What follows belongs to an exercise in optimizing a design on an open flow for small area; a production flow would make more cautious choices.
RTL that was checked went through simulation tests only; none was proved equivalent to the original.
The clock port is modelled as an ideal driver; clocking choices that lean on that would not hold on a real chip.

==> module video_timing, before the edit <==
module video_timing (
  input wire clk_100mhz,
  input wire sys_rst,
  output logic [10:0] hpos,
  output logic [9:0] ypos,
  output logic hsync_d,
  output logic vsync_d,
  output logic active_d,
  output logic new_frame
);
  localparam int H_TOTAL  = 1280 + 110 + 40 + 220;
  localparam int V_TOTAL  = 720 + 5 + 5 + 20;
  localparam int HS_START = 1280 + 110;
  localparam int HS_END   = HS_START + 40;
  localparam int LAT      = 3;
  function automatic [9:0] yv(input int v);
    yv = 10'(720 - v);
  endfunction
  function automatic [10:0] inc11(input logic [10:0] v);
    logic c;
    c = 1'b1;
    for (int i = 0; i < 11; i++) begin
      inc11[i] = v[i] ^ c;
      c = c & v[i];
    end
  endfunction
  function automatic [9:0] dec10(input logic [9:0] v);
    logic b;
    b = 1'b1;
    for (int i = 0; i < 10; i++) begin
      dec10[i] = v[i] ^ b;
      b = b & ~v[i];
    end
  endfunction
  logic h_last, y_last, y_blank;
  assign h_last = (hpos == 11'(H_TOTAL));
  assign y_last = (ypos == yv(V_TOTAL - 1));
  localparam logic [9:0] Y_RST = yv(0);
  logic [9:0] ypos_q;
  assign ypos = ypos_q ^ Y_RST;
  always_ff @(posedge clk_100mhz) begin
    if (sys_rst) begin
      hpos   <= 11'd1;
      ypos_q <= '0;
    end else if (h_last) begin
      hpos   <= 11'd1;
      ypos_q <= y_last ? 10'd0 : (dec10(ypos) ^ Y_RST);
    end else begin
      hpos   <= inc11(hpos);
    end
  end
  assign y_blank = (ypos == 10'd0) || (&ypos[9:5]);
  logic h_ge_lat;
  assign h_ge_lat  = (hpos >= 11'(LAT + 1));
  assign hsync_d   = (hpos >= 11'(HS_START + LAT + 1)) && (hpos < 11'(HS_END + LAT + 1));
  assign active_d  = h_ge_lat && (hpos < 11'(1280 + LAT + 1)) && !y_blank;
  assign vsync_d   = h_ge_lat
                   ? ((ypos >= yv(720 + 5 + 5 - 1)) && (ypos <= yv(720 + 5)))
                   : ((ypos >= yv(720 + 5 + 5)) && (ypos <= yv(720 + 5 + 1)));
  always_ff @(posedge clk_100mhz) begin
    new_frame <= !sys_rst && (hpos == 11'(1280)) && (ypos == yv(720));
  end
endmodule
export LEC_CHECK = 0
export CAP_MARGIN = 10
export CORE_MARGIN = 2
export CORE_UTILIZATION = 78
export CTS_BUF_LIST = sky130_fd_sc_hd__clkbuf_8
export GPL_TIMING_DRIVEN = 0
export PLACE_DENSITY = 0.88
export SETUP_SLACK_MARGIN = 0.8
export SLEW_MARGIN = 10
create_clock -name core_clock -period 13.4 [get_ports {clk_100mhz}]
standard.sh (not shown) runs the stock make flow with config.mk's settings and CLKGATE_MAP_FILE= SYNTH_SCRIPT=/design/flow/synth_recipe.tcl, a recipe that flattens the netlist after the stock synthesis.
==> flow/flow/run.sh <==
#!/bin/bash
# The standard layout (standard.sh) with these changes:
#  - synthesis maps the logic with an area-oriented ABC script (flow/abc_area.script) in
#    place of ORFS's speed script; the rest of the synthesis script is ORFS's, unchanged,
#    so the registers are those of the standard synthesis
#  - after synthesis, full adders are flipped where that saves inverters (a full adder
#    with all inputs and outputs inverted is the same adder: flow/polfix.py); the result
#    is kept only if a SAT miter proves it equal to the synthesized netlist
#    (flow/check_equiv.sh); flip-flops are not touched
#  - port buffers are sky130_fd_sc_hd__buf_1 instead of the resizer's default pick
#  - the buffers ABC put in are removed at floorplan (repair_design re-buffers as needed)
#  - clock tree synthesis inserts no dummy loads, and clock buffers driving 16 or more
#    flip-flops are then swapped for clkbuf_16 (flow/post_cts.tcl) to keep clock slew low
set -euo pipefail
here=$PWD
res="$here/orfs/results/sky130hd/car_video_top/base"
rm -rf "$here/scripts_synth"
cp -r "$FLOW_HOME/scripts" "$here/scripts_synth"
cp "$here/flow/abc_area.script" "$here/scripts_synth/abc_speed.script"
SCRIPTS_DIR="$here/scripts_synth" bash standard.sh "$res/1_2_yosys.v" > synth.log 2>&1
cp "$res/1_2_yosys.v" "$here/yosys_abc.v"
if python3 "$here/flow/polfix.py" "$here/yosys_abc.v" "$here/yosys_polfix.v" > polfix.log 2>&1 &&
   bash "$here/flow/check_equiv.sh" "$here/yosys_abc.v" "$here/yosys_polfix.v" > check_equiv.log 2>&1; then
  echo "polarity fix proven equal; using it" >> polfix.log
  cp "$here/yosys_polfix.v" "$res/1_2_yosys.v"
else
  echo "polarity fix not used" >> polfix.log
fi
export BUFFER_PORTS_ARGS="-buffer_cell sky130_fd_sc_hd__buf_1"
export REMOVE_ABC_BUFFERS=1
export CTS_ARGS="-sink_clustering_enable -repair_clock_nets -dont_use_dummy_load -buf_list sky130_fd_sc_hd__clkbuf_8"
export POST_CTS_TCL="$here/flow/post_cts.tcl"
bash standard.sh > standard.log 2>&1
Other scripts of this flow, unchanged in this note and not shown: flow/flow/abc_area.script, flow/flow/check_equiv.sh, flow/flow/cutff.py, flow/flow/fa_models.v, flow/flow/polfix.py, flow/flow/post_cts.tcl
Edit:
--- a/flow/design.v
+++ b/flow/design.v
@@ -70,16 +70,19 @@
   assign h_last = (hpos == 11'(H_TOTAL));
   assign y_last = (ypos == yv(V_TOTAL - 1));
-  localparam logic [9:0] Y_RST = yv(0);
-  logic [9:0] ypos_q;
+  localparam logic [10:0] H_RST = 11'd1;
+  localparam logic [9:0]  Y_RST = yv(0);
+  logic [10:0] hpos_q;
+  logic [9:0]  ypos_q;
+  assign hpos = hpos_q ^ H_RST;
   assign ypos = ypos_q ^ Y_RST;
   always_ff @(posedge clk_100mhz) begin
     if (sys_rst) begin
-      hpos   <= 11'd1;
+      hpos_q <= '0;
       ypos_q <= '0;
     end else if (h_last) begin
-      hpos   <= 11'd1;
+      hpos_q <= '0;
       ypos_q <= y_last ? 10'd0 : (dec10(ypos) ^ Y_RST);
     end else begin
-      hpos   <= inc11(hpos);
+      hpos_q <= inc11(hpos) ^ H_RST;
     end
   end
The changed run passed the timing, DRC and antenna checks.
Non-clock buffer count is unchanged.
Via count barely changes.
Worst setup slack gains 56 ps.
Final area came out higher by 0.70%.
Routed wire length is about the same.
Only the layout flow was run in the second run of this note; the RTL was not checked for function there.

## separate check: timing with driven ports
Ports are ideal in the flow. The routed layouts listed here were re-timed in OpenROAD.
Step 1 sets driving cells, clkbuf_16 on the clock port and buf_2 on the other inputs (assumed; they add their load-dependent delay and slew).
Step 2 adds t to the input delays and takes it off the output delays; t is the mean of the earliest and latest rising clock arrival at the registers after step 1. Input paths then give back, and output paths get back, about the clock's delay inside the block.
a / b / c = ideal / step 1 / step 2; a / b = the first two.
| run | t (ns) | slack for setup (ns) | worst setup path at the end | slew at the worst register clock pin (ns) |
|---|---|---|---|---|
| the first run | 0.442 | 1.083 / 1.083 / 1.083 | register to register | 0.09 / 0.09 |
| the second run | 0.440 | 1.139 / 1.139 / 1.072 | input to register | 0.09 / 0.09 |
After both steps every run listed still meets setup and hold. The setup slack of the second run, which loses most, moves by 0.000 ns with the drivers and by -0.067 ns with both steps.
